Background: an optimization exercise with open tools, aiming at small area, a short achievable clock period and few clock cycles per item. Do not read the settings as production practice. In this exercise RTL edits were held to simulation tests only and were not proved equivalent to the original. No activity file was given, so power comes from the tool's default toggle rates.

==> design.v <==
module mult_diya_fp32 (
   input  logic        clk,
   input  logic        nRST,
   input  logic        valid_in,
   input  logic [31:0] data1,
   input  logic [31:0] data2,
   output logic [31:0] result,
   output logic        valid_out
);
   logic        sa, sb;
   logic [7:0]  ea, eb;
   logic [22:0] fa, fb;
   assign sa = data1[31];
   assign sb = data2[31];
   assign ea = data1[30:23];
   assign eb = data2[30:23];
   assign fa = data1[22:0];
   assign fb = data2[22:0];
   logic a_ff, b_ff, a_z, b_z, a_fz, b_fz, a_nan, b_nan, a_inf, b_inf, inf_zero;
   assign a_ff  = &ea;
   assign b_ff  = &eb;
   assign a_z   = ~|ea;
   assign b_z   = ~|eb;
   assign a_fz  = ~|fa;
   assign b_fz  = ~|fb;
   assign a_nan = a_ff & ~a_fz;
   assign b_nan = b_ff & ~b_fz;
   assign a_inf = a_ff & a_fz;
   assign b_inf = b_ff & b_fz;
   assign inf_zero = (a_inf & b_z) | (b_inf & a_z);
   logic        nan_d, s_d, sel_b;
   logic [22:0] x_d;
   logic [9:0]  e_d;
   assign nan_d = a_nan | b_nan | inf_zero;
   assign sel_b = b_nan & ~a_nan;
   assign x_d   = sel_b ? fb : (inf_zero ? 23'd0 : fa);
   assign s_d   = a_nan ? sa : (b_nan ? sb : (~inf_zero & (sa ^ sb)));
   always_comb begin
      if (a_inf | b_inf)
         e_d = 10'd300;
      else if (a_z | b_z)
         e_d = 10'h300;                
      else
         e_d = {2'b00, ea} + {2'b00, eb} - 10'd127;
   end
   logic [25:0] yb;                    
   assign yb = {2'b01, fb, 1'b0};
   logic [11:0] one_d, two_d, neg_d;
   genvar gj, gk;
   generate
      for (gj = 0; gj < 12; gj++) begin : g_enc
         logic one_r, two_r, neg_r;
         assign one_r = yb[2*gj+1] ^ yb[2*gj];
         assign two_r = (yb[2*gj+2] & ~yb[2*gj+1] & ~yb[2*gj]) |
                        (~yb[2*gj+2] & yb[2*gj+1] & yb[2*gj]);
         assign neg_r = yb[2*gj+2];
         if (gj < 11) begin : g_lo
            assign one_d[gj] = one_r & ~nan_d;
            assign two_d[gj] = two_r & ~nan_d;
            assign neg_d[gj] = neg_r & ~nan_d;
         end else begin : g_hi        
            assign one_d[gj] = one_r & ~nan_d;
            assign two_d[gj] = two_r | nan_d;
            assign neg_d[gj] = neg_r | nan_d;
         end
      end
   endgenerate
   logic        r1_v, r1_nan, r1_s;
   logic [22:0] r1_x;
   logic [11:0] r1_one, r1_two, r1_neg;
   logic [9:0]  r1_e;
   always_ff @(posedge clk or negedge nRST) begin
      if (!nRST) r1_v <= 1'b0;
      else       r1_v <= valid_in;
   end
   always_ff @(posedge clk) begin
      r1_nan <= nan_d;
      r1_s   <= s_d;
      r1_x   <= x_d;
      r1_one <= one_d;
      r1_two <= two_d;
      r1_neg <= neg_d;
      r1_e   <= e_d;
   end
   logic [24:0] xm;                    
   assign xm = {1'b1, r1_x, 1'b0};
   logic [24:0] pp0;
   logic [24:0] pp1;
   logic [24:0] pp2;
   logic [24:0] pp3;
   logic [24:0] pp4;
   logic [24:0] pp5;
   logic [24:0] pp6;
   logic [24:0] pp7;
   logic [24:0] pp8;
   logic [24:0] pp9;
   logic [24:0] pp10;
   logic [24:0] pp11;
   generate
      for (gk = 0; gk < 24; gk++) begin : g_pp
         assign pp0[gk] = ((r1_one[0] & xm[gk+1]) | (r1_two[0] & xm[gk])) ^ r1_neg[0];
         assign pp1[gk] = ((r1_one[1] & xm[gk+1]) | (r1_two[1] & xm[gk])) ^ r1_neg[1];
         assign pp2[gk] = ((r1_one[2] & xm[gk+1]) | (r1_two[2] & xm[gk])) ^ r1_neg[2];
         assign pp3[gk] = ((r1_one[3] & xm[gk+1]) | (r1_two[3] & xm[gk])) ^ r1_neg[3];
         assign pp4[gk] = ((r1_one[4] & xm[gk+1]) | (r1_two[4] & xm[gk])) ^ r1_neg[4];
         assign pp5[gk] = ((r1_one[5] & xm[gk+1]) | (r1_two[5] & xm[gk])) ^ r1_neg[5];
         assign pp6[gk] = ((r1_one[6] & xm[gk+1]) | (r1_two[6] & xm[gk])) ^ r1_neg[6];
         assign pp7[gk] = ((r1_one[7] & xm[gk+1]) | (r1_two[7] & xm[gk])) ^ r1_neg[7];
         assign pp8[gk] = ((r1_one[8] & xm[gk+1]) | (r1_two[8] & xm[gk])) ^ r1_neg[8];
         assign pp9[gk] = ((r1_one[9] & xm[gk+1]) | (r1_two[9] & xm[gk])) ^ r1_neg[9];
         assign pp10[gk] = ((r1_one[10] & xm[gk+1]) | (r1_two[10] & xm[gk])) ^ r1_neg[10];
         assign pp11[gk] = ((r1_one[11] & xm[gk+1]) | (r1_two[11] & xm[gk])) ^ r1_neg[11];
      end
   endgenerate
   assign pp0[24] = r1_two[0] ^ r1_neg[0];
   assign pp1[24] = r1_two[1] ^ r1_neg[1];
   assign pp2[24] = r1_two[2] ^ r1_neg[2];
   assign pp3[24] = r1_two[3] ^ r1_neg[3];
   assign pp4[24] = r1_two[4] ^ r1_neg[4];
   assign pp5[24] = r1_two[5] ^ r1_neg[5];
   assign pp6[24] = r1_two[6] ^ r1_neg[6];
   assign pp7[24] = r1_two[7] ^ r1_neg[7];
   assign pp8[24] = r1_two[8] ^ r1_neg[8];
   assign pp9[24] = r1_two[9] ^ r1_neg[9];
   assign pp10[24] = r1_two[10] ^ r1_neg[10];
   assign pp11[24] = r1_two[11] ^ r1_neg[11];
   logic s1, c2;
   mult_ha u_s1 (.a(r1_neg[8]), .b(pp0[16]), .s(s1), .co(c2));
   logic s3, c4;
   mult_ha u_s3 (.a(pp0[17]), .b(pp1[15]), .s(s3), .co(c4));
   logic s5, c6;
   mult_fa u_s5 (.a(r1_neg[9]), .b(pp0[18]), .c(pp1[16]), .s(s5), .co(c6));
   logic s7, c8;
   mult_ha u_s7 (.a(pp2[14]), .b(pp3[12]), .s(s7), .co(c8));
   logic s9, c10;
   mult_fa u_s9 (.a(pp0[19]), .b(pp1[17]), .c(pp2[15]), .s(s9), .co(c10));
   logic s11, c12;
   mult_ha u_s11 (.a(pp3[13]), .b(pp4[11]), .s(s11), .co(c12));
   logic s13, c14;
   mult_fa u_s13 (.a(r1_neg[10]), .b(pp0[20]), .c(pp1[18]), .s(s13), .co(c14));
   logic s15, c16;
   mult_fa u_s15 (.a(pp2[16]), .b(pp3[14]), .c(pp4[12]), .s(s15), .co(c16));
   logic s17, c18;
   mult_ha u_s17 (.a(pp5[10]), .b(pp6[8]), .s(s17), .co(c18));
   logic s19, c20;
   mult_fa u_s19 (.a(pp0[21]), .b(pp1[19]), .c(pp2[17]), .s(s19), .co(c20));
   logic s21, c22;
   mult_fa u_s21 (.a(pp3[15]), .b(pp4[13]), .c(pp5[11]), .s(s21), .co(c22));
   logic s23, c24;
   mult_ha u_s23 (.a(pp6[9]), .b(pp7[7]), .s(s23), .co(c24));
   logic s25, c26;
   mult_fa u_s25 (.a(r1_neg[11]), .b(pp0[22]), .c(pp1[20]), .s(s25), .co(c26));
   logic s27, c28;
   mult_fa u_s27 (.a(pp2[18]), .b(pp3[16]), .c(pp4[14]), .s(s27), .co(c28));
   logic s29, c30;
   mult_fa u_s29 (.a(pp5[12]), .b(pp6[10]), .c(pp7[8]), .s(s29), .co(c30));
   logic s31, c32;
   mult_ha u_s31 (.a(pp8[6]), .b(pp9[4]), .s(s31), .co(c32));
   logic s33, c34;
   mult_fa u_s33 (.a(pp0[23]), .b(pp1[21]), .c(pp2[19]), .s(s33), .co(c34));
   logic s35, c36;
   mult_fa u_s35 (.a(pp3[17]), .b(pp4[15]), .c(pp5[13]), .s(s35), .co(c36));
   logic s37, c38;
   mult_fa u_s37 (.a(pp6[11]), .b(pp7[9]), .c(pp8[7]), .s(s37), .co(c38));
   logic s39, c40;
   mult_ha u_s39 (.a(pp9[5]), .b(pp10[3]), .s(s39), .co(c40));
   logic s41, c42;
   mult_fa u_s41 (.a(r1_x[0]), .b(pp0[24]), .c(pp1[22]), .s(s41), .co(c42));
   logic s43, c44;
   mult_fa u_s43 (.a(pp2[20]), .b(pp3[18]), .c(pp4[16]), .s(s43), .co(c44));
   logic s45, c46;
   mult_fa u_s45 (.a(pp5[14]), .b(pp6[12]), .c(pp7[10]), .s(s45), .co(c46));
   logic s47, c48;
   mult_fa u_s47 (.a(pp8[8]), .b(pp9[6]), .c(pp10[4]), .s(s47), .co(c48));
   logic s49, c50;
   mult_fa u_s49 (.a(r1_x[1]), .b(r1_neg[0]), .c(pp1[23]), .s(s49), .co(c50));
   logic s51, c52;
   mult_fa u_s51 (.a(pp2[21]), .b(pp3[19]), .c(pp4[17]), .s(s51), .co(c52));
   logic s53, c54;
   mult_fa u_s53 (.a(pp5[15]), .b(pp6[13]), .c(pp7[11]), .s(s53), .co(c54));
   logic s55, c56;
   mult_fa u_s55 (.a(pp8[9]), .b(pp9[7]), .c(pp10[5]), .s(s55), .co(c56));
   logic s57, c58;
   mult_fa u_s57 (.a(r1_x[2]), .b(r1_neg[0]), .c(pp1[24]), .s(s57), .co(c58));
   logic s59, c60;
   mult_fa u_s59 (.a(pp2[22]), .b(pp3[20]), .c(pp4[18]), .s(s59), .co(c60));
   logic s61, c62;
   mult_fa u_s61 (.a(pp5[16]), .b(pp6[14]), .c(pp7[12]), .s(s61), .co(c62));
   logic s63, c64;
   mult_fa u_s63 (.a(pp8[10]), .b(pp9[8]), .c(pp10[6]), .s(s63), .co(c64));
   logic s65, c66;
   mult_fa u_s65 (.a(r1_x[3]), .b(~r1_neg[1]), .c(~r1_neg[0]), .s(s65), .co(c66));
   logic s67, c68;
   mult_fa u_s67 (.a(pp2[23]), .b(pp3[21]), .c(pp4[19]), .s(s67), .co(c68));
   logic s69, c70;
   mult_fa u_s69 (.a(pp5[17]), .b(pp6[15]), .c(pp7[13]), .s(s69), .co(c70));
   logic s71, c72;
   mult_fa u_s71 (.a(pp8[11]), .b(pp9[9]), .c(pp10[7]), .s(s71), .co(c72));
   logic s73, c74;
   mult_fa u_s73 (.a(r1_x[4]), .b(pp2[24]), .c(pp3[22]), .s(s73), .co(c74));
   logic s75, c76;
   mult_fa u_s75 (.a(pp4[20]), .b(pp5[18]), .c(pp6[16]), .s(s75), .co(c76));
   logic s77, c78;
   mult_fa u_s77 (.a(pp7[14]), .b(pp8[12]), .c(pp9[10]), .s(s77), .co(c78));
   logic s79, c80;
   mult_ha u_s79 (.a(pp10[8]), .b(pp11[6]), .s(s79), .co(c80));
   logic s81, c82;
   mult_fa u_s81 (.a(r1_x[5]), .b(~r1_neg[2]), .c(pp3[23]), .s(s81), .co(c82));
   logic s83, c84;
   mult_fa u_s83 (.a(pp4[21]), .b(pp5[19]), .c(pp6[17]), .s(s83), .co(c84));
   logic s85, c86;
   mult_fa u_s85 (.a(pp7[15]), .b(pp8[13]), .c(pp9[11]), .s(s85), .co(c86));
   logic s87, c88;
   mult_fa u_s87 (.a(r1_x[6]), .b(pp3[24]), .c(pp4[22]), .s(s87), .co(c88));
   logic s89, c90;
   mult_fa u_s89 (.a(pp5[20]), .b(pp6[18]), .c(pp7[16]), .s(s89), .co(c90));
   logic s91, c92;
   mult_ha u_s91 (.a(pp8[14]), .b(pp9[12]), .s(s91), .co(c92));
   logic s93, c94;
   mult_fa u_s93 (.a(r1_x[7]), .b(~r1_neg[3]), .c(pp4[23]), .s(s93), .co(c94));
   logic s95, c96;
   mult_fa u_s95 (.a(pp5[21]), .b(pp6[19]), .c(pp7[17]), .s(s95), .co(c96));
   logic s97, c98;
   mult_fa u_s97 (.a(r1_x[8]), .b(pp4[24]), .c(pp5[22]), .s(s97), .co(c98));
   logic s99, c100;
   mult_ha u_s99 (.a(pp6[20]), .b(pp7[18]), .s(s99), .co(c100));
   logic s101, c102;
   mult_fa u_s101 (.a(r1_x[9]), .b(~r1_neg[4]), .c(pp5[23]), .s(s101), .co(c102));
   logic s103, c104;
   mult_ha u_s103 (.a(r1_x[10]), .b(pp5[24]), .s(s103), .co(c104));
   logic s105, c106;
   mult_ha u_s105 (.a(r1_neg[5]), .b(pp0[10]), .s(s105), .co(c106));
   logic s107, c108;
   mult_ha u_s107 (.a(pp0[11]), .b(pp1[9]), .s(s107), .co(c108));
   logic s109, c110;
   mult_fa u_s109 (.a(r1_neg[6]), .b(pp0[12]), .c(pp1[10]), .s(s109), .co(c110));
   logic s111, c112;
   mult_ha u_s111 (.a(pp2[8]), .b(pp3[6]), .s(s111), .co(c112));
   logic s113, c114;
   mult_fa u_s113 (.a(pp0[13]), .b(pp1[11]), .c(pp2[9]), .s(s113), .co(c114));
   logic s115, c116;
   mult_ha u_s115 (.a(pp3[7]), .b(pp4[5]), .s(s115), .co(c116));
   logic s117, c118;
   mult_fa u_s117 (.a(r1_neg[7]), .b(pp0[14]), .c(pp1[12]), .s(s117), .co(c118));
   logic s119, c120;
   mult_fa u_s119 (.a(pp2[10]), .b(pp3[8]), .c(pp4[6]), .s(s119), .co(c120));
   logic s121, c122;
   mult_ha u_s121 (.a(pp5[4]), .b(pp6[2]), .s(s121), .co(c122));
   logic s123, c124;
   mult_fa u_s123 (.a(pp0[15]), .b(pp1[13]), .c(pp2[11]), .s(s123), .co(c124));
   logic s125, c126;
   mult_fa u_s125 (.a(pp3[9]), .b(pp4[7]), .c(pp5[5]), .s(s125), .co(c126));
   logic s127, c128;
   mult_ha u_s127 (.a(pp6[3]), .b(pp7[1]), .s(s127), .co(c128));
   logic s129, c130;
   mult_fa u_s129 (.a(pp1[14]), .b(pp2[12]), .c(pp3[10]), .s(s129), .co(c130));
   logic s131, c132;
   mult_fa u_s131 (.a(pp4[8]), .b(pp5[6]), .c(pp6[4]), .s(s131), .co(c132));
   logic s133, c134;
   mult_fa u_s133 (.a(pp7[2]), .b(pp8[0]), .c(s1), .s(s133), .co(c134));
   logic s135, c136;
   mult_fa u_s135 (.a(pp2[13]), .b(pp3[11]), .c(pp4[9]), .s(s135), .co(c136));
   logic s137, c138;
   mult_fa u_s137 (.a(pp5[7]), .b(pp6[5]), .c(pp7[3]), .s(s137), .co(c138));
   logic s139, c140;
   mult_fa u_s139 (.a(pp8[1]), .b(c2), .c(s3), .s(s139), .co(c140));
   logic s141, c142;
   mult_fa u_s141 (.a(pp4[10]), .b(pp5[8]), .c(pp6[6]), .s(s141), .co(c142));
   logic s143, c144;
   mult_fa u_s143 (.a(pp7[4]), .b(pp8[2]), .c(pp9[0]), .s(s143), .co(c144));
   logic s145, c146;
   mult_fa u_s145 (.a(c4), .b(s7), .c(s5), .s(s145), .co(c146));
   logic s147, c148;
   mult_fa u_s147 (.a(pp5[9]), .b(pp6[7]), .c(pp7[5]), .s(s147), .co(c148));
   logic s149, c150;
   mult_fa u_s149 (.a(pp8[3]), .b(pp9[1]), .c(c8), .s(s149), .co(c150));
   logic s151, c152;
   mult_fa u_s151 (.a(s11), .b(c6), .c(s9), .s(s151), .co(c152));
   logic s153, c154;
   mult_fa u_s153 (.a(pp7[6]), .b(pp8[4]), .c(pp9[2]), .s(s153), .co(c154));
   logic s155, c156;
   mult_fa u_s155 (.a(pp10[0]), .b(c12), .c(s17), .s(s155), .co(c156));
   logic s157, c158;
   mult_fa u_s157 (.a(c10), .b(s13), .c(s15), .s(s157), .co(c158));
   logic s159, c160;
   mult_fa u_s159 (.a(pp8[5]), .b(pp9[3]), .c(pp10[1]), .s(s159), .co(c160));
   logic s161, c162;
   mult_fa u_s161 (.a(c18), .b(s23), .c(c14), .s(s161), .co(c162));
   logic s163, c164;
   mult_fa u_s163 (.a(c16), .b(s19), .c(s21), .s(s163), .co(c164));
   logic s165, c166;
   mult_fa u_s165 (.a(pp10[2]), .b(pp11[0]), .c(c24), .s(s165), .co(c166));
   logic s167, c168;
   mult_fa u_s167 (.a(s31), .b(c20), .c(c22), .s(s167), .co(c168));
   logic s169, c170;
   mult_fa u_s169 (.a(s25), .b(s27), .c(s29), .s(s169), .co(c170));
   logic s171, c172;
   mult_fa u_s171 (.a(pp11[1]), .b(c32), .c(s39), .s(s171), .co(c172));
   logic s173, c174;
   mult_fa u_s173 (.a(c26), .b(c28), .c(c30), .s(s173), .co(c174));
   logic s175, c176;
   mult_fa u_s175 (.a(s33), .b(s35), .c(s37), .s(s175), .co(c176));
   logic s177, c178;
   mult_fa u_s177 (.a(pp11[2]), .b(c40), .c(c34), .s(s177), .co(c178));
   logic s179, c180;
   mult_fa u_s179 (.a(c36), .b(c38), .c(s41), .s(s179), .co(c180));
   logic s181, c182;
   mult_fa u_s181 (.a(s43), .b(s45), .c(s47), .s(s181), .co(c182));
   logic s183, c184;
   mult_fa u_s183 (.a(pp11[3]), .b(c42), .c(c44), .s(s183), .co(c184));
   logic s185, c186;
   mult_fa u_s185 (.a(c46), .b(c48), .c(s49), .s(s185), .co(c186));
   logic s187, c188;
   mult_fa u_s187 (.a(s51), .b(s53), .c(s55), .s(s187), .co(c188));
   logic s189, c190;
   mult_fa u_s189 (.a(pp11[4]), .b(c50), .c(c52), .s(s189), .co(c190));
   logic s191, c192;
   mult_fa u_s191 (.a(c54), .b(c56), .c(s57), .s(s191), .co(c192));
   logic s193, c194;
   mult_fa u_s193 (.a(s59), .b(s61), .c(s63), .s(s193), .co(c194));
   logic s195, c196;
   mult_fa u_s195 (.a(s65), .b(pp11[5]), .c(c58), .s(s195), .co(c196));
   logic s197, c198;
   mult_fa u_s197 (.a(c60), .b(c62), .c(c64), .s(s197), .co(c198));
   logic s199, c200;
   mult_fa u_s199 (.a(s67), .b(s69), .c(s71), .s(s199), .co(c200));
   logic s201, c202;
   mult_fa u_s201 (.a(c66), .b(s79), .c(c68), .s(s201), .co(c202));
   logic s203, c204;
   mult_fa u_s203 (.a(c70), .b(c72), .c(s73), .s(s203), .co(c204));
   logic s205, c206;
   mult_fa1 u_s205 (.a(s75), .b(s77), .s(s205), .co(c206));
   logic s207, c208;
   mult_fa u_s207 (.a(pp10[9]), .b(pp11[7]), .c(c80), .s(s207), .co(c208));
   logic s209, c210;
   mult_fa u_s209 (.a(c74), .b(c76), .c(c78), .s(s209), .co(c210));
   logic s211, c212;
   mult_fa u_s211 (.a(s81), .b(s83), .c(s85), .s(s211), .co(c212));
   logic s213, c214;
   mult_fa u_s213 (.a(pp10[10]), .b(pp11[8]), .c(s91), .s(s213), .co(c214));
   logic s215, c216;
   mult_fa u_s215 (.a(c82), .b(c84), .c(c86), .s(s215), .co(c216));
   logic s217, c218;
   mult_fa1 u_s217 (.a(s87), .b(s89), .s(s217), .co(c218));
   logic s219, c220;
   mult_fa u_s219 (.a(pp8[15]), .b(pp9[13]), .c(pp10[11]), .s(s219), .co(c220));
   logic s221, c222;
   mult_fa u_s221 (.a(pp11[9]), .b(c92), .c(c88), .s(s221), .co(c222));
   logic s223, c224;
   mult_fa u_s223 (.a(c90), .b(s93), .c(s95), .s(s223), .co(c224));
   logic s225, c226;
   mult_fa u_s225 (.a(pp8[16]), .b(pp9[14]), .c(pp10[12]), .s(s225), .co(c226));
   logic s227, c228;
   mult_fa u_s227 (.a(pp11[10]), .b(s99), .c(c94), .s(s227), .co(c228));
   logic s229, c230;
   mult_fa1 u_s229 (.a(c96), .b(s97), .s(s229), .co(c230));
   logic s231, c232;
   mult_fa u_s231 (.a(pp6[21]), .b(pp7[19]), .c(pp8[17]), .s(s231), .co(c232));
   logic s233, c234;
   mult_fa u_s233 (.a(pp9[15]), .b(pp10[13]), .c(pp11[11]), .s(s233), .co(c234));
   logic s235, c236;
   mult_fa u_s235 (.a(c100), .b(c98), .c(s101), .s(s235), .co(c236));
   logic s237, c238;
   mult_fa u_s237 (.a(pp6[22]), .b(pp7[20]), .c(pp8[18]), .s(s237), .co(c238));
   logic s239, c240;
   mult_fa u_s239 (.a(pp9[16]), .b(pp10[14]), .c(pp11[12]), .s(s239), .co(c240));
   logic s241, c242;
   mult_fa1 u_s241 (.a(s103), .b(c102), .s(s241), .co(c242));
   logic s243, c244;
   mult_fa u_s243 (.a(r1_x[11]), .b(~r1_neg[5]), .c(pp6[23]), .s(s243), .co(c244));
   logic s245, c246;
   mult_fa u_s245 (.a(pp7[21]), .b(pp8[19]), .c(pp9[17]), .s(s245), .co(c246));
   logic s247, c248;
   mult_fa u_s247 (.a(pp10[15]), .b(pp11[13]), .c(c104), .s(s247), .co(c248));
   logic s249, c250;
   mult_fa u_s249 (.a(r1_x[12]), .b(pp6[24]), .c(pp7[22]), .s(s249), .co(c250));
   logic s251, c252;
   mult_fa u_s251 (.a(pp8[20]), .b(pp9[18]), .c(pp10[16]), .s(s251), .co(c252));
   logic s253, c254;
   assign s253 = ~pp11[14];
   assign c254 = pp11[14];
   logic s255, c256;
   mult_fa u_s255 (.a(r1_x[13]), .b(~r1_neg[6]), .c(pp7[23]), .s(s255), .co(c256));
   logic s257, c258;
   mult_fa u_s257 (.a(pp8[21]), .b(pp9[19]), .c(pp10[17]), .s(s257), .co(c258));
   logic s259, c260;
   mult_fa u_s259 (.a(r1_x[14]), .b(pp7[24]), .c(pp8[22]), .s(s259), .co(c260));
   logic s261, c262;
   mult_ha u_s261 (.a(pp9[20]), .b(pp10[18]), .s(s261), .co(c262));
   logic s263, c264;
   mult_fa u_s263 (.a(r1_x[15]), .b(~r1_neg[7]), .c(pp8[23]), .s(s263), .co(c264));
   logic s265, c266;
   mult_ha u_s265 (.a(r1_x[16]), .b(pp8[24]), .s(s265), .co(c266));
   logic s267, c268;
   mult_ha u_s267 (.a(r1_neg[3]), .b(pp0[6]), .s(s267), .co(c268));
   logic s269, c270;
   mult_ha u_s269 (.a(pp0[7]), .b(pp1[5]), .s(s269), .co(c270));
   logic s271, c272;
   mult_fa u_s271 (.a(r1_neg[4]), .b(pp0[8]), .c(pp1[6]), .s(s271), .co(c272));
   logic s273, c274;
   mult_ha u_s273 (.a(pp2[4]), .b(pp3[2]), .s(s273), .co(c274));
   logic s275, c276;
   mult_fa u_s275 (.a(pp0[9]), .b(pp1[7]), .c(pp2[5]), .s(s275), .co(c276));
   logic s277, c278;
   mult_ha u_s277 (.a(pp3[3]), .b(pp4[1]), .s(s277), .co(c278));
   logic s279, c280;
   mult_fa u_s279 (.a(pp1[8]), .b(pp2[6]), .c(pp3[4]), .s(s279), .co(c280));
   logic s281, c282;
   mult_fa u_s281 (.a(pp4[2]), .b(pp5[0]), .c(s105), .s(s281), .co(c282));
   logic s283, c284;
   mult_fa u_s283 (.a(pp2[7]), .b(pp3[5]), .c(pp4[3]), .s(s283), .co(c284));
   logic s285, c286;
   mult_fa u_s285 (.a(pp5[1]), .b(c106), .c(s107), .s(s285), .co(c286));
   logic s287, c288;
   mult_fa u_s287 (.a(pp4[4]), .b(pp5[2]), .c(pp6[0]), .s(s287), .co(c288));
   logic s289, c290;
   mult_fa u_s289 (.a(c108), .b(s111), .c(s109), .s(s289), .co(c290));
   logic s291, c292;
   mult_fa u_s291 (.a(pp5[3]), .b(pp6[1]), .c(c112), .s(s291), .co(c292));
   logic s293, c294;
   mult_fa u_s293 (.a(s115), .b(c110), .c(s113), .s(s293), .co(c294));
   logic s295, c296;
   mult_fa u_s295 (.a(pp7[0]), .b(c116), .c(s121), .s(s295), .co(c296));
   logic s297, c298;
   mult_fa u_s297 (.a(c114), .b(s117), .c(s119), .s(s297), .co(c298));
   logic s299, c300;
   mult_fa u_s299 (.a(c122), .b(s127), .c(c118), .s(s299), .co(c300));
   logic s301, c302;
   mult_fa u_s301 (.a(c120), .b(s123), .c(s125), .s(s301), .co(c302));
   logic s303, c304;
   mult_fa u_s303 (.a(c128), .b(c124), .c(c126), .s(s303), .co(c304));
   logic s305, c306;
   mult_fa u_s305 (.a(s129), .b(s131), .c(s133), .s(s305), .co(c306));
   logic s307, c308;
   mult_fa u_s307 (.a(c130), .b(c132), .c(s135), .s(s307), .co(c308));
   logic s309, c310;
   mult_fa u_s309 (.a(s137), .b(c134), .c(s139), .s(s309), .co(c310));
   logic s311, c312;
   mult_fa u_s311 (.a(c136), .b(c138), .c(s141), .s(s311), .co(c312));
   logic s313, c314;
   mult_fa u_s313 (.a(s143), .b(c140), .c(s145), .s(s313), .co(c314));
   logic s315, c316;
   mult_fa u_s315 (.a(c142), .b(c144), .c(s147), .s(s315), .co(c316));
   logic s317, c318;
   mult_fa u_s317 (.a(s149), .b(c146), .c(s151), .s(s317), .co(c318));
   logic s319, c320;
   mult_fa u_s319 (.a(c148), .b(s153), .c(c150), .s(s319), .co(c320));
   logic s321, c322;
   mult_fa u_s321 (.a(s155), .b(c152), .c(s157), .s(s321), .co(c322));
   logic s323, c324;
   mult_fa u_s323 (.a(c154), .b(s159), .c(c156), .s(s323), .co(c324));
   logic s325, c326;
   mult_fa u_s325 (.a(c158), .b(s161), .c(s163), .s(s325), .co(c326));
   logic s327, c328;
   mult_fa u_s327 (.a(c160), .b(s165), .c(c162), .s(s327), .co(c328));
   logic s329, c330;
   mult_fa u_s329 (.a(c164), .b(s167), .c(s169), .s(s329), .co(c330));
   logic s331, c332;
   mult_fa u_s331 (.a(c166), .b(s171), .c(c168), .s(s331), .co(c332));
   logic s333, c334;
   mult_fa u_s333 (.a(c170), .b(s173), .c(s175), .s(s333), .co(c334));
   logic s335, c336;
   mult_fa u_s335 (.a(c172), .b(c174), .c(c176), .s(s335), .co(c336));
   logic s337, c338;
   mult_fa u_s337 (.a(s177), .b(s179), .c(s181), .s(s337), .co(c338));
   logic s339, c340;
   mult_fa u_s339 (.a(c178), .b(c180), .c(c182), .s(s339), .co(c340));
   logic s341, c342;
   mult_fa u_s341 (.a(s183), .b(s185), .c(s187), .s(s341), .co(c342));
   logic s343, c344;
   mult_fa u_s343 (.a(c184), .b(c186), .c(c188), .s(s343), .co(c344));
   logic s345, c346;
   mult_fa u_s345 (.a(s189), .b(s191), .c(s193), .s(s345), .co(c346));
   logic s347, c348;
   mult_fa u_s347 (.a(c190), .b(c192), .c(c194), .s(s347), .co(c348));
   logic s349, c350;
   mult_fa u_s349 (.a(s195), .b(s197), .c(s199), .s(s349), .co(c350));
   logic s351, c352;
   mult_fa u_s351 (.a(c196), .b(c198), .c(c200), .s(s351), .co(c352));
   logic s353, c354;
   mult_fa u_s353 (.a(s201), .b(s203), .c(s205), .s(s353), .co(c354));
   logic s355, c356;
   mult_fa u_s355 (.a(s207), .b(c202), .c(c204), .s(s355), .co(c356));
   logic s357, c358;
   mult_fa u_s357 (.a(c206), .b(s209), .c(s211), .s(s357), .co(c358));
   logic s359, c360;
   mult_fa u_s359 (.a(c208), .b(s213), .c(c210), .s(s359), .co(c360));
   logic s361, c362;
   mult_fa u_s361 (.a(c212), .b(s215), .c(s217), .s(s361), .co(c362));
   logic s363, c364;
   mult_fa u_s363 (.a(s219), .b(c214), .c(c216), .s(s363), .co(c364));
   logic s365, c366;
   mult_fa u_s365 (.a(c218), .b(s221), .c(s223), .s(s365), .co(c366));
   logic s367, c368;
   mult_fa u_s367 (.a(c220), .b(s225), .c(c222), .s(s367), .co(c368));
   logic s369, c370;
   mult_fa u_s369 (.a(c224), .b(s227), .c(s229), .s(s369), .co(c370));
   logic s371, c372;
   mult_fa u_s371 (.a(c226), .b(s231), .c(s233), .s(s371), .co(c372));
   logic s373, c374;
   mult_fa u_s373 (.a(c228), .b(c230), .c(s235), .s(s373), .co(c374));
   logic s375, c376;
   mult_fa u_s375 (.a(c232), .b(c234), .c(s237), .s(s375), .co(c376));
   logic s377, c378;
   mult_fa u_s377 (.a(s239), .b(c236), .c(s241), .s(s377), .co(c378));
   logic s379, c380;
   mult_fa u_s379 (.a(c238), .b(c240), .c(s243), .s(s379), .co(c380));
   logic s381, c382;
   mult_fa u_s381 (.a(s245), .b(s247), .c(c242), .s(s381), .co(c382));
   logic s383, c384;
   mult_fa u_s383 (.a(s253), .b(c244), .c(c246), .s(s383), .co(c384));
   logic s385, c386;
   mult_fa u_s385 (.a(s249), .b(s251), .c(c248), .s(s385), .co(c386));
   logic s387, c388;
   mult_fa u_s387 (.a(pp11[15]), .b(c254), .c(c250), .s(s387), .co(c388));
   logic s389, c390;
   mult_fa u_s389 (.a(c252), .b(s255), .c(s257), .s(s389), .co(c390));
   logic s391, c392;
   mult_fa u_s391 (.a(pp11[16]), .b(s261), .c(c256), .s(s391), .co(c392));
   logic s393, c394;
   mult_fa1 u_s393 (.a(c258), .b(s259), .s(s393), .co(c394));
   logic s395, c396;
   mult_fa u_s395 (.a(pp9[21]), .b(pp10[19]), .c(pp11[17]), .s(s395), .co(c396));
   logic s397, c398;
   mult_fa u_s397 (.a(c262), .b(c260), .c(s263), .s(s397), .co(c398));
   logic s399, c400;
   mult_fa u_s399 (.a(pp9[22]), .b(pp10[20]), .c(pp11[18]), .s(s399), .co(c400));
   logic s401, c402;
   mult_fa1 u_s401 (.a(s265), .b(c264), .s(s401), .co(c402));
   logic s403, c404;
   mult_fa u_s403 (.a(r1_x[17]), .b(~r1_neg[8]), .c(pp9[23]), .s(s403), .co(c404));
   logic s405, c406;
   mult_fa u_s405 (.a(pp10[21]), .b(pp11[19]), .c(c266), .s(s405), .co(c406));
   logic s407, c408;
   mult_fa u_s407 (.a(r1_x[18]), .b(pp9[24]), .c(pp10[22]), .s(s407), .co(c408));
   logic s409, c410;
   assign s409 = ~pp11[20];
   assign c410 = pp11[20];
   logic s411, c412;
   mult_fa u_s411 (.a(r1_x[19]), .b(~r1_neg[9]), .c(pp10[23]), .s(s411), .co(c412));
   logic s413, c414;
   mult_ha u_s413 (.a(r1_x[20]), .b(pp10[24]), .s(s413), .co(c414));
   logic s415, c416;
   mult_ha u_s415 (.a(r1_neg[2]), .b(pp0[4]), .s(s415), .co(c416));
   logic s417, c418;
   mult_ha u_s417 (.a(pp0[5]), .b(pp1[3]), .s(s417), .co(c418));
   logic s419, c420;
   mult_fa u_s419 (.a(pp1[4]), .b(pp2[2]), .c(pp3[0]), .s(s419), .co(c420));
   logic s421, c422;
   mult_fa u_s421 (.a(pp2[3]), .b(pp3[1]), .c(c268), .s(s421), .co(c422));
   logic s423, c424;
   mult_fa u_s423 (.a(pp4[0]), .b(c270), .c(s273), .s(s423), .co(c424));
   logic s425, c426;
   mult_fa u_s425 (.a(c274), .b(s277), .c(c272), .s(s425), .co(c426));
   logic s427, c428;
   mult_fa u_s427 (.a(c278), .b(c276), .c(s279), .s(s427), .co(c428));
   logic s429, c430;
   mult_fa u_s429 (.a(c280), .b(s283), .c(c282), .s(s429), .co(c430));
   logic s431, c432;
   mult_fa u_s431 (.a(c284), .b(s287), .c(c286), .s(s431), .co(c432));
   logic s433, c434;
   mult_fa u_s433 (.a(c288), .b(s291), .c(c290), .s(s433), .co(c434));
   logic s435, c436;
   mult_fa u_s435 (.a(c292), .b(s295), .c(c294), .s(s435), .co(c436));
   logic s437, c438;
   mult_fa u_s437 (.a(c296), .b(c298), .c(s299), .s(s437), .co(c438));
   logic s439, c440;
   mult_fa u_s439 (.a(c300), .b(c302), .c(s303), .s(s439), .co(c440));
   logic s441, c442;
   mult_fa u_s441 (.a(c304), .b(s307), .c(c306), .s(s441), .co(c442));
   logic s443, c444;
   mult_fa u_s443 (.a(c308), .b(s311), .c(c310), .s(s443), .co(c444));
   logic s445, c446;
   mult_fa u_s445 (.a(c312), .b(s315), .c(c314), .s(s445), .co(c446));
   logic s447, c448;
   mult_fa u_s447 (.a(c316), .b(s319), .c(c318), .s(s447), .co(c448));
   logic s449, c450;
   mult_fa u_s449 (.a(c320), .b(s323), .c(c322), .s(s449), .co(c450));
   logic s451, c452;
   mult_fa u_s451 (.a(c324), .b(s327), .c(c326), .s(s451), .co(c452));
   logic s453, c454;
   mult_fa u_s453 (.a(c328), .b(s331), .c(c330), .s(s453), .co(c454));
   logic s455, c456;
   mult_fa u_s455 (.a(c332), .b(c334), .c(s335), .s(s455), .co(c456));
   logic s457, c458;
   mult_fa u_s457 (.a(c336), .b(c338), .c(s339), .s(s457), .co(c458));
   logic s459, c460;
   mult_fa u_s459 (.a(c340), .b(c342), .c(s343), .s(s459), .co(c460));
   logic s461, c462;
   mult_fa u_s461 (.a(c344), .b(c346), .c(s347), .s(s461), .co(c462));
   logic s463, c464;
   mult_fa u_s463 (.a(c348), .b(c350), .c(s351), .s(s463), .co(c464));
   logic s465, c466;
   mult_fa u_s465 (.a(c352), .b(c354), .c(s355), .s(s465), .co(c466));
   logic s467, c468;
   mult_fa u_s467 (.a(c356), .b(s359), .c(c358), .s(s467), .co(c468));
   logic s469, c470;
   mult_fa u_s469 (.a(c360), .b(s363), .c(c362), .s(s469), .co(c470));
   logic s471, c472;
   mult_fa u_s471 (.a(c364), .b(s367), .c(c366), .s(s471), .co(c472));
   logic s473, c474;
   mult_fa u_s473 (.a(s371), .b(c368), .c(c370), .s(s473), .co(c474));
   logic s475, c476;
   mult_fa u_s475 (.a(c372), .b(s375), .c(c374), .s(s475), .co(c476));
   logic s477, c478;
   mult_fa u_s477 (.a(c376), .b(s379), .c(c378), .s(s477), .co(c478));
   logic s479, c480;
   mult_fa u_s479 (.a(c380), .b(s383), .c(s385), .s(s479), .co(c480));
   logic s481, c482;
   mult_fa u_s481 (.a(c384), .b(s387), .c(s389), .s(s481), .co(c482));
   logic s483, c484;
   mult_fa u_s483 (.a(c388), .b(c390), .c(s391), .s(s483), .co(c484));
   logic s485, c486;
   mult_fa u_s485 (.a(s395), .b(c392), .c(c394), .s(s485), .co(c486));
   logic s487, c488;
   mult_fa u_s487 (.a(c396), .b(s399), .c(c398), .s(s487), .co(c488));
   logic s489, c490;
   mult_fa u_s489 (.a(c400), .b(s403), .c(s405), .s(s489), .co(c490));
   logic s491, c492;
   mult_fa u_s491 (.a(s409), .b(c404), .c(s407), .s(s491), .co(c492));
   logic s493, c494;
   mult_fa u_s493 (.a(pp11[21]), .b(c410), .c(c408), .s(s493), .co(c494));
   logic s495, c496;
   mult_fa u_s495 (.a(pp11[22]), .b(s413), .c(c412), .s(s495), .co(c496));
   logic s497, c498;
   mult_fa u_s497 (.a(r1_x[21]), .b(~r1_neg[10]), .c(pp11[23]), .s(s497), .co(c498));
   logic s499, c500;
   mult_ha u_s499 (.a(r1_x[22]), .b(pp11[24]), .s(s499), .co(c500));
   logic s501, c502;
   mult_ha u_s501 (.a(r1_neg[1]), .b(pp0[2]), .s(s501), .co(c502));
   logic s503, c504;
   mult_ha u_s503 (.a(pp0[3]), .b(pp1[1]), .s(s503), .co(c504));
   logic s505, c506;
   mult_fa u_s505 (.a(pp1[2]), .b(pp2[0]), .c(s415), .s(s505), .co(c506));
   logic s507, c508;
   mult_fa u_s507 (.a(pp2[1]), .b(c416), .c(s417), .s(s507), .co(c508));
   logic s509, c510;
   mult_fa u_s509 (.a(c418), .b(s267), .c(s419), .s(s509), .co(c510));
   logic s511, c512;
   mult_fa u_s511 (.a(s269), .b(c420), .c(s421), .s(s511), .co(c512));
   logic s513, c514;
   mult_fa u_s513 (.a(s271), .b(c422), .c(s423), .s(s513), .co(c514));
   logic s515, c516;
   mult_fa u_s515 (.a(s275), .b(c424), .c(s425), .s(s515), .co(c516));
   logic s517, c518;
   mult_fa u_s517 (.a(s281), .b(c426), .c(s427), .s(s517), .co(c518));
   logic s519, c520;
   mult_fa u_s519 (.a(s285), .b(c428), .c(s429), .s(s519), .co(c520));
   logic s521, c522;
   mult_fa u_s521 (.a(s289), .b(c430), .c(s431), .s(s521), .co(c522));
   logic s523, c524;
   mult_fa u_s523 (.a(s293), .b(c432), .c(s433), .s(s523), .co(c524));
   logic s525, c526;
   mult_fa u_s525 (.a(s297), .b(c434), .c(s435), .s(s525), .co(c526));
   logic s527, c528;
   mult_fa u_s527 (.a(s301), .b(c436), .c(s437), .s(s527), .co(c528));
   logic s529, c530;
   mult_fa u_s529 (.a(s305), .b(c438), .c(s439), .s(s529), .co(c530));
   logic s531, c532;
   mult_fa u_s531 (.a(s309), .b(c440), .c(s441), .s(s531), .co(c532));
   logic s533, c534;
   mult_fa u_s533 (.a(s313), .b(c442), .c(s443), .s(s533), .co(c534));
   logic s535, c536;
   mult_fa u_s535 (.a(s317), .b(c444), .c(s445), .s(s535), .co(c536));
   logic s537, c538;
   mult_fa u_s537 (.a(s321), .b(c446), .c(s447), .s(s537), .co(c538));
   logic s539, c540;
   mult_fa u_s539 (.a(s325), .b(c448), .c(s449), .s(s539), .co(c540));
   logic s541, c542;
   mult_fa u_s541 (.a(s329), .b(c450), .c(s451), .s(s541), .co(c542));
   logic s543, c544;
   mult_fa u_s543 (.a(s333), .b(c452), .c(s453), .s(s543), .co(c544));
   logic s545, c546;
   mult_fa u_s545 (.a(s337), .b(c454), .c(s455), .s(s545), .co(c546));
   logic s547, c548;
   mult_fa u_s547 (.a(s341), .b(c456), .c(s457), .s(s547), .co(c548));
   logic s549, c550;
   mult_fa u_s549 (.a(s345), .b(c458), .c(s459), .s(s549), .co(c550));
   logic s551, c552;
   mult_fa u_s551 (.a(s349), .b(c460), .c(s461), .s(s551), .co(c552));
   logic s553, c554;
   mult_fa u_s553 (.a(s353), .b(c462), .c(s463), .s(s553), .co(c554));
   logic s555, c556;
   mult_fa u_s555 (.a(s357), .b(c464), .c(s465), .s(s555), .co(c556));
   logic s557, c558;
   mult_fa u_s557 (.a(s361), .b(c466), .c(s467), .s(s557), .co(c558));
   logic s559, c560;
   mult_fa u_s559 (.a(s365), .b(c468), .c(s469), .s(s559), .co(c560));
   logic s561, c562;
   mult_fa u_s561 (.a(s369), .b(c470), .c(s471), .s(s561), .co(c562));
   logic s563, c564;
   mult_fa u_s563 (.a(s373), .b(c472), .c(s473), .s(s563), .co(c564));
   logic s565, c566;
   mult_fa u_s565 (.a(s377), .b(c474), .c(s475), .s(s565), .co(c566));
   logic s567, c568;
   mult_fa u_s567 (.a(s381), .b(c476), .c(s477), .s(s567), .co(c568));
   logic s569, c570;
   mult_fa u_s569 (.a(c382), .b(s479), .c(c478), .s(s569), .co(c570));
   logic s571, c572;
   mult_fa u_s571 (.a(c386), .b(s481), .c(c480), .s(s571), .co(c572));
   logic s573, c574;
   mult_fa u_s573 (.a(s393), .b(c482), .c(s483), .s(s573), .co(c574));
   logic s575, c576;
   mult_fa u_s575 (.a(s397), .b(c484), .c(s485), .s(s575), .co(c576));
   logic s577, c578;
   mult_fa u_s577 (.a(s401), .b(c486), .c(s487), .s(s577), .co(c578));
   logic s579, c580;
   mult_fa u_s579 (.a(c402), .b(s489), .c(c488), .s(s579), .co(c580));
   logic s581, c582;
   mult_fa u_s581 (.a(c406), .b(s491), .c(c490), .s(s581), .co(c582));
   logic s583, c584;
   mult_fa u_s583 (.a(s411), .b(c492), .c(s493), .s(s583), .co(c584));
   logic s585, c586;
   mult_fa1 u_s585 (.a(c494), .b(s495), .s(s585), .co(c586));
   logic s587, c588;
   mult_fa u_s587 (.a(c414), .b(s497), .c(c496), .s(s587), .co(c588));
   logic s589, c590;
   mult_fa1 u_s589 (.a(s499), .b(c498), .s(s589), .co(c590));
   logic s591, c592;
   mult_fa1 u_s591 (.a(~r1_neg[11]), .b(c500), .s(s591), .co(c592));
   logic [47:0] s_d2, c_d2;
   assign s_d2[0] = r1_neg[0];
   assign c_d2[0] = pp0[0];
   assign s_d2[1] = pp0[1];
   assign c_d2[1] = 1'b0;
   assign s_d2[2] = s501;
   assign c_d2[2] = pp1[0];
   assign s_d2[3] = c502;
   assign c_d2[3] = s503;
   assign s_d2[4] = c504;
   assign c_d2[4] = s505;
   assign s_d2[5] = c506;
   assign c_d2[5] = s507;
   assign s_d2[6] = c508;
   assign c_d2[6] = s509;
   assign s_d2[7] = c510;
   assign c_d2[7] = s511;
   assign s_d2[8] = c512;
   assign c_d2[8] = s513;
   assign s_d2[9] = c514;
   assign c_d2[9] = s515;
   assign s_d2[10] = c516;
   assign c_d2[10] = s517;
   assign s_d2[11] = c518;
   assign c_d2[11] = s519;
   assign s_d2[12] = c520;
   assign c_d2[12] = s521;
   assign s_d2[13] = c522;
   assign c_d2[13] = s523;
   assign s_d2[14] = c524;
   assign c_d2[14] = s525;
   assign s_d2[15] = c526;
   assign c_d2[15] = s527;
   assign s_d2[16] = c528;
   assign c_d2[16] = s529;
   assign s_d2[17] = c530;
   assign c_d2[17] = s531;
   assign s_d2[18] = c532;
   assign c_d2[18] = s533;
   assign s_d2[19] = c534;
   assign c_d2[19] = s535;
   assign s_d2[20] = c536;
   assign c_d2[20] = s537;
   assign s_d2[21] = c538;
   assign c_d2[21] = s539;
   assign s_d2[22] = c540;
   assign c_d2[22] = s541;
   assign s_d2[23] = c542;
   assign c_d2[23] = s543;
   assign s_d2[24] = c544;
   assign c_d2[24] = s545;
   assign s_d2[25] = c546;
   assign c_d2[25] = s547;
   assign s_d2[26] = c548;
   assign c_d2[26] = s549;
   assign s_d2[27] = c550;
   assign c_d2[27] = s551;
   assign s_d2[28] = c552;
   assign c_d2[28] = s553;
   assign s_d2[29] = c554;
   assign c_d2[29] = s555;
   assign s_d2[30] = c556;
   assign c_d2[30] = s557;
   assign s_d2[31] = c558;
   assign c_d2[31] = s559;
   assign s_d2[32] = c560;
   assign c_d2[32] = s561;
   assign s_d2[33] = c562;
   assign c_d2[33] = s563;
   assign s_d2[34] = c564;
   assign c_d2[34] = s565;
   assign s_d2[35] = c566;
   assign c_d2[35] = s567;
   assign s_d2[36] = c568;
   assign c_d2[36] = s569;
   assign s_d2[37] = c570;
   assign c_d2[37] = s571;
   assign s_d2[38] = c572;
   assign c_d2[38] = s573;
   assign s_d2[39] = c574;
   assign c_d2[39] = s575;
   assign s_d2[40] = c576;
   assign c_d2[40] = s577;
   assign s_d2[41] = c578;
   assign c_d2[41] = s579;
   assign s_d2[42] = c580;
   assign c_d2[42] = s581;
   assign s_d2[43] = c582;
   assign c_d2[43] = s583;
   assign s_d2[44] = c584;
   assign c_d2[44] = s585;
   assign s_d2[45] = c586;
   assign c_d2[45] = s587;
   assign s_d2[46] = c588;
   assign c_d2[46] = s589;
   assign s_d2[47] = c590;
   assign c_d2[47] = s591;
   logic        r2_v, r2_nan, r2_s;
   logic [47:0] r2_sv, r2_cv;
   logic [9:0]  r2_e;
   always_ff @(posedge clk or negedge nRST) begin
      if (!nRST) r2_v <= 1'b0;
      else       r2_v <= r1_v;
   end
   always_ff @(posedge clk) begin
      r2_nan <= r1_nan;
      r2_s   <= r1_s;
      r2_e   <= r1_e;
      r2_sv  <= s_d2;
      r2_cv  <= c_d2;
   end
   logic [21:0] lp, lt, lg;
   assign lp = r2_sv[21:0] ^ r2_cv[21:0];
   assign lt = r2_sv[21:0] | r2_cv[21:0];
   assign lg = r2_sv[21:0] & r2_cv[21:0];
   logic low_zero;
   assign low_zero = ~|(lp ^ {lt[20:0], 1'b0});
   logic cin22;
   mult_carry #(.N(22)) u_c22 (.g(lg), .t(lt), .c(cin22));
   logic [25:0] hs;
   mult_add #(.N(26)) u_hadd (.a(r2_sv[47:22]), .b(r2_cv[47:22]), .ci(cin22), .s(hs));
   logic        norm;
   logic [22:0] mant;
   logic        guard_bit, sticky_bit, round_up;
   logic [23:0] mant_rnd;
   logic        rnd_carry;
   assign norm = hs[25];
   always_comb begin
      if (norm) begin
         mant       = hs[24:2];
         guard_bit  = hs[1];
         sticky_bit = hs[0] | ~low_zero;
      end else begin
         mant       = hs[23:1];
         guard_bit  = hs[0];
         sticky_bit = ~low_zero;
      end
   end
   assign round_up  = guard_bit & (sticky_bit | mant[0]);
   assign mant_rnd  = {1'b0, mant} + {23'd0, round_up};
   assign rnd_carry = mant_rnd[23];
   logic [9:0] e0, e1, e2, e_fin;
   logic       ovf0, ovf1, ovf2, unf0, unf1, unf2, ovf, unf;
   assign e0 = r2_e;
   assign e1 = r2_e + 10'd1;
   assign e2 = r2_e + 10'd2;
   assign ovf0 = ~e0[9] & (e0[8] | (&e0[7:0]));
   assign ovf1 = ~e1[9] & (e1[8] | (&e1[7:0]));
   assign ovf2 = ~e2[9] & (e2[8] | (&e2[7:0]));
   assign unf0 = e0[9] | (e0 == 10'd0);
   assign unf1 = e1[9] | (e1 == 10'd0);
   assign unf2 = e2[9] | (e2 == 10'd0);
   always_comb begin
      case ({norm, rnd_carry})
         2'b00:   begin e_fin = e0; ovf = ovf0; unf = unf0; end
         2'b11:   begin e_fin = e2; ovf = ovf2; unf = unf2; end
         default: begin e_fin = e1; ovf = ovf1; unf = unf1; end
      endcase
   end
   logic [31:0] result_d;
   always_comb begin
      if (r2_nan)
         result_d = {r2_s, 8'hFF, 1'b1, mant[21:0]};
      else if (ovf)
         result_d = {r2_s, 8'hFF, 23'd0};
      else if (unf)
         result_d = {r2_s, 31'd0};
      else
         result_d = {r2_s, e_fin[7:0], mant_rnd[22:0]};
   end
   logic        r3_v;
   logic [31:0] r3_res;
   always_ff @(posedge clk or negedge nRST) begin
      if (!nRST) r3_v <= 1'b0;
      else       r3_v <= r2_v;
   end
   always_ff @(posedge clk) begin
      r3_res <= result_d;
   end
   assign result    = r3_res;
   assign valid_out = r3_v;
endmodule
module mult_fa (input logic a, b, c, output logic s, co);
   assign s  = a ^ b ^ c;
   assign co = (a & b) | (a & c) | (b & c);
endmodule
module mult_fa1 (input logic a, b, output logic s, co);    
   assign s  = ~(a ^ b);
   assign co = a | b;
endmodule
module mult_ha (input logic a, b, output logic s, co);
   assign s  = a ^ b;
   assign co = a & b;
endmodule
module mult_carry #(parameter int N = 22) (
   input  logic [N-1:0] g, t,
   output logic         c
);
   if (N == 1) begin : g_one
      assign c = g[0];
   end else begin : g_split
      localparam int L = N / 2;
      logic cl, ch, th;
      mult_carry #(.N(L))     u_lo (.g(g[L-1:0]), .t(t[L-1:0]), .c(cl));
      mult_carry #(.N(N - L)) u_hi (.g(g[N-1:L]), .t(t[N-1:L]), .c(ch));
      assign th = &t[N-1:L];
      assign c  = ch | (th & cl);
   end
endmodule
module mult_add #(parameter int N = 26) (
   input  logic [N-1:0] a, b,
   input  logic         ci,
   output logic [N-1:0] s
);
   localparam int LV = (N <= 1) ? 0 : (N <= 2) ? 1 : (N <= 4) ? 2 : (N <= 8) ? 3 : (N <= 16) ? 4 : (N <= 32) ? 5 : 6;
   logic [N-1:0] p, gg [LV+1], pp [LV+1];
   assign p      = a ^ b;
   assign gg[0]  = a & b;
   assign pp[0]  = p;
   for (genvar l = 0; l < LV; l++) begin : g_lv
      for (genvar i = 0; i < N; i++) begin : g_bit
         if ((i >> l) & 1) begin : g_node
            localparam int J = ((i >> l) << l) - 1;
            assign gg[l+1][i] = gg[l][i] | (pp[l][i] & gg[l][J]);
            assign pp[l+1][i] = pp[l][i] & pp[l][J];
         end else begin : g_pass
            assign gg[l+1][i] = gg[l][i];
            assign pp[l+1][i] = pp[l][i];
         end
      end
   end
   logic [N-1:0] c;
   assign c[0] = ci;
   for (genvar i = 1; i < N; i++) begin : g_c
      assign c[i] = gg[LV][i-1] | (pp[LV][i-1] & ci);
   end
   assign s = p ^ c;
endmodule
==> run.sh <==
#!/bin/bash
# synth_recipe.tcl (not shown) runs the flow's synth.tcl, then flattens the netlist and writes it again
# the make line also repeats each setting of config.mk as NAME=value (left out here)
make -C /OpenROAD-flow-scripts/flow DESIGN_CONFIG=/design/flow/config.mk WORK_HOME=/design/flow/orfs CLKGATE_MAP_FILE= SYNTH_SCRIPT=/design/flow/synth_recipe.tcl finish
==> config.mk <==
export PLATFORM = sky130hd
export DESIGN_NAME = mult_diya_fp32
export DESIGN_NICKNAME = mult_diya_fp32
export VERILOG_FILES = /design/flow/design.v
export SDC_FILE = /design/flow/constraint.sdc
export NUM_CORES = 4
export LEC_CHECK = 0
export CAP_MARGIN = 50
export CORE_MARGIN = 2
export CORE_UTILIZATION = 40
export SLEW_MARGIN = 80
export SYNTH_HIERARCHICAL = 1
export SYNTH_MINIMUM_KEEP_SIZE = 0
==> constraint.sdc <==
create_clock -name core_clock -period 14.0 [get_ports {clk}]
set_input_delay 2.8000 -clock core_clock [delete_from_list [all_inputs] [get_ports {clk}]]
set_output_delay 2.8000 -clock core_clock [all_outputs]
set_load 0.01 [all_outputs]
==> impl_metrics.csv, run 1 <==
group,metric,value,unit
outcome,status,"no timing/DRC/antenna violations",
floorplanning,rows,84,
power_and_ir_drop,leakagePower,0.00999,uW
clock_tree,cts_tree,"built",
routing,drtPass1Iterations,6,
critical_path,r2r_slack,6.41,ns
power_and_ir_drop,power.density,263,nW/um^2
clock_tree,path_clk_slew,0.06,ns
critical_path,reg2reg_depth,34,
global_route,use_met1,30.9,%
critical_path,cpPeakStageDelay,0.55,ns
global_route,antenna_found_initial,1,
timing,setup_viol,0,
floorplanning,die_h,233,um
clock_tree,cts_buffers,26,
critical_path,critPathRequiredTime,14.46,ns
critical_path,critPathSlowestCell,"clkdlybuf4s50_1",
clock_tree,holdBufCountCts,0,
routing,drtAntennaViolNets,0,
clock_tree,root_buffer,"clkbuf_16",
global_route,grt_remaining_overflow,0,
floorplanning,initial_core_util,40.2,%
routing,num_vias,16500,
floorplanning,ios,100,
critical_path,cp-endpoint,"r3_res[20]",
critical_path,startpoint,"r2_sv[4]",
timing,finalSetupTns,0,ns
clock_tree,cts_buffer_depth,3,
timing,skew,0.0250,ns
critical_path,path_depth,34,
global_route,grt_usage,22.5,%
critical_path,cp-start-kind,"flip-flop",
min_path,worstHoldPathType,"reg -> reg",
final_layout,area_growth,19.3,%
critical_path,critPathBufInv,7,
timing,fin_crit_sh,54.2,%
global_route,grt_max_degree,28,
power_and_ir_drop,p_sw_share,47.1,%
placement,numPortBuffers,99,
power_and_ir_drop,switchingPower,3120,uW
timing,fin_crit,7.59,ns
routing,vias_per_cell,5.68,
critical_path,cp_max_fo,26,
routing,wl_per_cell,21.1,um
min_path,hp-start,"r1_e[3]",
critical_path,path_class,"reg -> reg",
power_and_ir_drop,p_clk_share,10.9,%
critical_path,path_delay_family,"compound AO/OA/AOI/OAI gates",
timing,rsz0062_at_grt,"false",
clock_tree,post_cts_resized,0,
timing,holdWs,0.318,ns
power_and_ir_drop,totalPowerFinal,6620,uW
yosys,yosysWarnings,10,
clock_tree,clk_latency,0.57,ns
yosys,syn_area,21100,um^2
critical_path,critical_path_arrival,8.05,ns
floorplanning,core,52300,um^2
power_and_ir_drop,combPwrFrac,74.1,%
global_route,grt_pass1_vias,17400,
clock_tree,cts_setup_buffers,0,
final_layout,n_antenna_cell,0,
critical_path,critPathCaptureType,"flip-flop",
final_layout,layout.nets,2650,
routing,drc_errors,0,
global_route,grt_pass1_wl,96700,um
critical_path,rr_startpoint,"r2_sv[4]",
routing,drtIter0Drc,1250,
global_route,globalRouteMet3Util,4.35,%
power_and_ir_drop,ir_drop,143,uV
placement,routabilityCongestion,0.851,
routing,drt_wl_total,61300,um
placement,dp_hpwl,43800,um
clock_tree,htreeDepth,1,
final_layout,drive_gt1_share,12.8,%
clock_tree,cts_sinks,212,
yosys,synth_area_per_cell,9.80,um^2
yosys,syn_inst,2149,
timing,finalHoldViolCount,0,
critical_path,rr_endpoint,"r3_res[20]",
power_and_ir_drop,internal_power,3500,uW
timing,fmax,0.132,GHz
global_route,top_usage_layer,"met2",
floorplanning,die_w,233,um
final_layout,fillCellCount,4788,
timing,slew_viol_final,0,
global_route,grt_util_met2,35.2,%
power_and_ir_drop,power_frac_seq,15.0,%
job,max-cap-violations,0,
floorplanning,die_area,54500,um^2
==> worst reg2reg max path: cells and delay by family, from the launching register on <==
family | cells | cell delay [ns]
buf+inv | 7 | 1.84
flops | 1 | 0.35
compound gates | 14 | 2.74
mux | 1 | 0.11
fa+ha+maj | 2 | 0.53
xor+xnor | 1 | 0.16
simple gates | 9 | 1.78
==> power groups by stage <==
stage | Sequential, uW | Clock (uW) | Combinational (uW)
floorplan | 977 | 0 | 3000
global placement | 1020 | 0 | 4240
detailed placement | 1010 | 0 | 4740
CTS | 999 | 737 | 4760
global route | 1020 | 763 | 5410
finish | 994 | 718 | 4910
==> cell type report <==
class,instances,area [um^2],share of cell area [%]
multi-input cells,1595,16200,64.3
flip-flops and latches,212,4320,17.2
repair buffers,208,2260,9.00
well taps,688,861,3.43
clock buffers,31,709,2.82
inverters,152,576,2.29
clock inverters,17,244,0.971
==> registers in the layout, indices dropped and copies added (netlist names) <==
name / cells
r2_sv: 48
r2_cv: 47
r3_res: 32
r1_x: 23
r1_one: 12
r1_two: 12
r1_neg: 11
r1_e: 10
r2_e: 10
r1_nan: 1
r1_s: 1
r1_v: 1
r2_nan: 1
r2_s: 1
r2_v: 1
r3_v: 1
==> stage by stage <==
stage | instance area (um^2) | setup slack [ns] | instances | util [%]
2_1_floorplan | 21100 | 8.17 | 2150 | -
6_report | 25100 | 6.41 | 2903 | 48.0
5_1_grt | 25100 | 5.94 | 2903 | 48.0
3_3_place_gp | 22400 | 6.82 | 2795 | 42.9
4_1_cts | 24800 | 6.47 | 2894 | 47.4
3_5_place_dp | 23800 | 6.46 | 2846 | 45.6
==> worst min path at each step <==
stage | slack (ns) | to | cells after the start
floorplan | 0.31 | r2_e[0] | 0
global placement | 0.31 | r2_e[0] | 0
detailed placement | 0.31 | r2_e[3] | 0
CTS | 0.31 | r2_e[3] | 0
global route | 0.32 | r2_e[7] | 0
finish | 0.32 | r2_e[3] | 0
==> layer usage <==
layer / share of wire [%] / routed length (um)
met1: 44 / 26700
met2: 44 / 27100
met3: 8.6 / 5260
met4: 3.6 / 2220
met5: 0.021 / 13
==> cell usage in the layout, fill, tap and decap left out, types with 7 or more instances in the layout <==
| cell | count |
|---|---|
| buf_2 | 10 |
| buf_6 | 40 |
| and3_1 | 10 |
| and2_1 | 19 |
| dfxtp_4 | 15 |
| mux2i_1 | 13 |
| clkbuf_8 | 10 |
| xor2_1 | 50 |
| fa_1 | 257 |
| buf_1 | 12 |
| nor3_1 | 11 |
| buf_8 | 17 |
| o21ai_0 | 22 |
| nor2_1 | 92 |
| nor4_2 | 14 |
| xnor2_2 | 15 |
| nand3_1 | 23 |
| clkdlybuf4s50_1 | 102 |
| o22ai_1 | 12 |
| a22o_1 | 28 |
| ha_1 | 121 |
| clkbuf_16 | 26 |
| dfxtp_1 | 187 |
| nand2_1 | 83 |
| dfxtp_2 | 7 |
| ha_2 | 8 |
| a21oi_1 | 61 |
| inv_1 | 149 |
| a21o_1 | 20 |
| a22oi_1 | 262 |
| xnor2_1 | 284 |
| nand4_1 | 17 |
| nand2b_1 | 8 |
| nor2b_1 | 10 |
Testbench counts, summed over its fixed seeds: cycles 16,016, items 16,000.
==> run 2, diff against run 1 <==
--- a/config.mk
+++ b/config.mk
@@ -5,9 +5,9 @@
 export SDC_FILE = /design/flow/constraint.sdc
 export NUM_CORES = 4
 export LEC_CHECK = 0
-export CAP_MARGIN = 50
+export CAP_MARGIN = 20
 export CORE_MARGIN = 2
 export CORE_UTILIZATION = 40
-export SLEW_MARGIN = 80
+export SLEW_MARGIN = 20
 export SYNTH_HIERARCHICAL = 1
 export SYNTH_MINIMUM_KEEP_SIZE = 0
==> run 2 against run 1 <==
  * Global-route usage down 0.44 points
  * Sequential power is essentially flat
  * Flip-flop and latch count is the same
  * Maximum frequency up 1.9%
==> impl_metrics.csv, run 2 <==
group,metric,value,unit
outcome,status,"no timing/DRC/antenna violations",
routing,drtAntennaViolNets,0,
timing,slew_viol_final,0,
power_and_ir_drop,power_frac_seq,16.7,%
floorplanning,die_area,54500,um^2
routing,num_vias,16100,
critical_path,reg2reg_depth,30,
yosys,syn_inst,2149,
clock_tree,cts_buffers,24,
timing,finalHoldViolCount,0,
min_path,hold_end,"r2_e[2]",
min_path,hp-start,"r1_e[2]",
power_and_ir_drop,power.density,258,nW/um^2
global_route,grt_remaining_overflow,0,
final_layout,most-common-layout-cells,"xnor2_1 (300), a22oi_1 (262), fa_1 (257)",
timing,skew,0.0392,ns
timing,setup_viol,0,
timing,relSlewSlack,23.8,%
power_and_ir_drop,switchingPower,2860,uW
yosys,syn_area,21100,um^2
final_layout,fillCellCount,5082,
min_path,hold_path_depth,0,
clock_tree,cts_setup_buffers,0,
final_layout,seq_area,4270,um^2
final_layout,n_antenna_cell,0,
power_and_ir_drop,combPwrFrac,72.1,%
routing,vias_per_cell,5.68,
yosys,yosysWarnings,10,
critical_path,rr_endpoint,"r3_res[6]",
global_route,grt_pass1_wl,94700,um
timing,rsz0062_at_grt,"false",
routing,drtPass1Iterations,5,
yosys,synth_area_per_cell,9.80,um^2
final_layout,drive_gt1_share,5.72,%
clock_tree,cts_sinks,212,
routing,drt_wl_total,59800,um
routing,wl_per_cell,21.1,um
final_layout,layout.nets,2588,
clock_tree,htreeDepth,1,
placement,dp_hpwl,41300,um
clock_tree,cts_buffer_depth,3,
clock_tree,holdBufCountCts,0,
floorplanning,die_w,233,um
clock_tree,clk_latency,0.58,ns
power_and_ir_drop,p_sw_share,47.4,%
floorplanning,ios,100,
global_route,grt_pass1_vias,16700,
clock_tree,path_clk_slew,0.06,ns
clock_tree,cts_tree,"built",
routing,drtIter0Drc,1406,
clock_tree,post_cts_resized,0,
critical_path,cp_max_fo,44,
timing,worstMarginPinSlew,1.14,ns
timing,fin_crit,7.45,ns
critical_path,rr_startpoint,"r2_sv[4]",
routing,drc_errors,0,
floorplanning,core,52300,um^2
final_layout,area_growth,10.7,%
floorplanning,initial_core_util,40.2,%
power_and_ir_drop,internal_power,3170,uW
critical_path,critPathSlowestCell,"ha_1",
timing,finalSetupTns,0,ns
min_path,worstHoldPathType,"reg -> reg",
global_route,grt_max_degree,45,
global_route,antenna_found_initial,2,
final_layout,final_common_cell,"xnor2_1",
job,max-cap-violations,0,
timing,fmax,0.134,GHz
final_layout,reg.largest.list,"r2_sv x48, r2_cv x47, r3_res x32",
power_and_ir_drop,p_clk_share,11.2,%
placement,routabilityCongestion,0.851,
power_and_ir_drop,leakagePower,0.00933,uW
critical_path,cp-start-kind,"flip-flop",
critical_path,r2r_slack,6.55,ns
critical_path,critical_path_arrival,7.92,ns
timing,fin_crit_sh,53.2,%
final_layout,largest-register,"r2_sv",
floorplanning,die_h,233,um
placement,numPortBuffers,99,
critical_path,critPathRequiredTime,14.47,ns
critical_path,path_class,"reg -> reg",
final_layout,largest_reg_flops,48,
power_and_ir_drop,ir_drop,116,uV
timing,holdWs,0.326,ns
critical_path,cpPeakStageDelay,0.66,ns
floorplanning,rows,84,
final_layout,multi_input_area,15400,um^2
critical_path,critPathCaptureType,"flip-flop",
clock_tree,root_buffer,"clkbuf_16",
global_route,grt_usage,22.1,%
## run 2: cell count changes in the layout (fill, tap and decap cells not counted), sizes merged
cell and delta:
inv -2, clkinv -5, dlymetal6s2s -1, buf -46, clkdlybuf4s50 -3, clkdlybuf4s25 -2
clkbuf -6, clkinvlp +1
## run 2: power by group through the flow
stage                     registers (uW)  clock network (uW)  logic [uW]
after global routing                1030                 711        4830
after global placement              1020                   0        4240
after detailed placement            1020                   0        4310
after CTS                           1010                 690        4320
final                               1010                 674        4350
after floorplan                      977                   0        3000
## run 2: worst max-delay path: cells and delay by family, from the launching register on
family,cells,cell delay (ns)
AO/OA/AOI/OAI,12,2.90
AND/OR/NAND/NOR,11,2.28
adder cells (fa/ha/maj),2,0.88
buffers and inverters,3,0.61
flip-flops,1,0.35
multiplexers,1,0.19
XOR/XNOR,1,0.14
## run 2: final cells by class
class	instances	share of cell area (%)
multi-input cells	1595	66.0
flip-flops and latches	212	18.3
repair buffers	148	5.83
well taps	688	3.69
clock buffers	33	2.89
inverters	152	2.45
clock inverters	11	0.837
## run 2: how the worst max path moves through the flow
stage | start | endpoint | depth (start not counted)
detailed placement | r2_sv[4] | r3_res[6] | 30
finish | r2_sv[4] | r3_res[6] | 30
global placement | r2_sv[4] | r3_res[6] | 30
global route | r2_sv[4] | r3_res[6] | 30
floorplan | r2_sv[4] | r3_res[20] | 32
CTS | r2_sv[4] | r3_res[6] | 30
## run 2: through the flow
stage	total power (uW)	utilization (%)	cell area [um^2]	instances	setup slack, ns
after CTS	6020	44.6	23300	2839	6.52
final	6030	44.6	23300	2839	6.55
after global placement	5250	42.9	22400	2795	6.82
after global routing	6570	44.6	23300	2839	5.80
after floorplan	3980	-	21100	2150	8.17
after detailed placement	5330	42.9	22500	2795	6.53
## run 2: routing by layer
layer,vias to the layer above,GRT usage (%),part of all wire [%]
met5,-,0,0
met4,0,6.63,2.6
met3,117,3.78,8.3
met2,800,34.4,44
met1,7930,31.3,45
li1,7288,-,-

==> what the ideal ports hide <==
No port has a modelled driver above. Below, the same layouts with a new extraction and two added sets of constraints.
Step 1: set_driving_cell puts a clkbuf_16 on clk and a buf_2 on each other input, an assumption about the parent block.
Step 2 adds t to the input delays and takes it off the output delays; t is the mean of the earliest and latest rising clock arrival at the registers after step 1. Input paths then give back, and output paths get back, about the clock's delay inside the block.
a / b / c = ideal ports / drivers / drivers and shift; a / b = the first two.
run | t, ns | slack for setup (ns) | worst register clock-pin slew, ns | worst data-port slew with drivers (ns) | pins driven straight from the clock port
run 1 | 0.615 | 6.411 / 6.411 / 6.411 | 0.06 / 0.06 | 0.03 | 1
run 2 | 0.615 | 6.552 / 6.552 / 6.552 | 0.06 / 0.06 | 0.03 | 1
After both steps setup and hold are still met in every run listed.
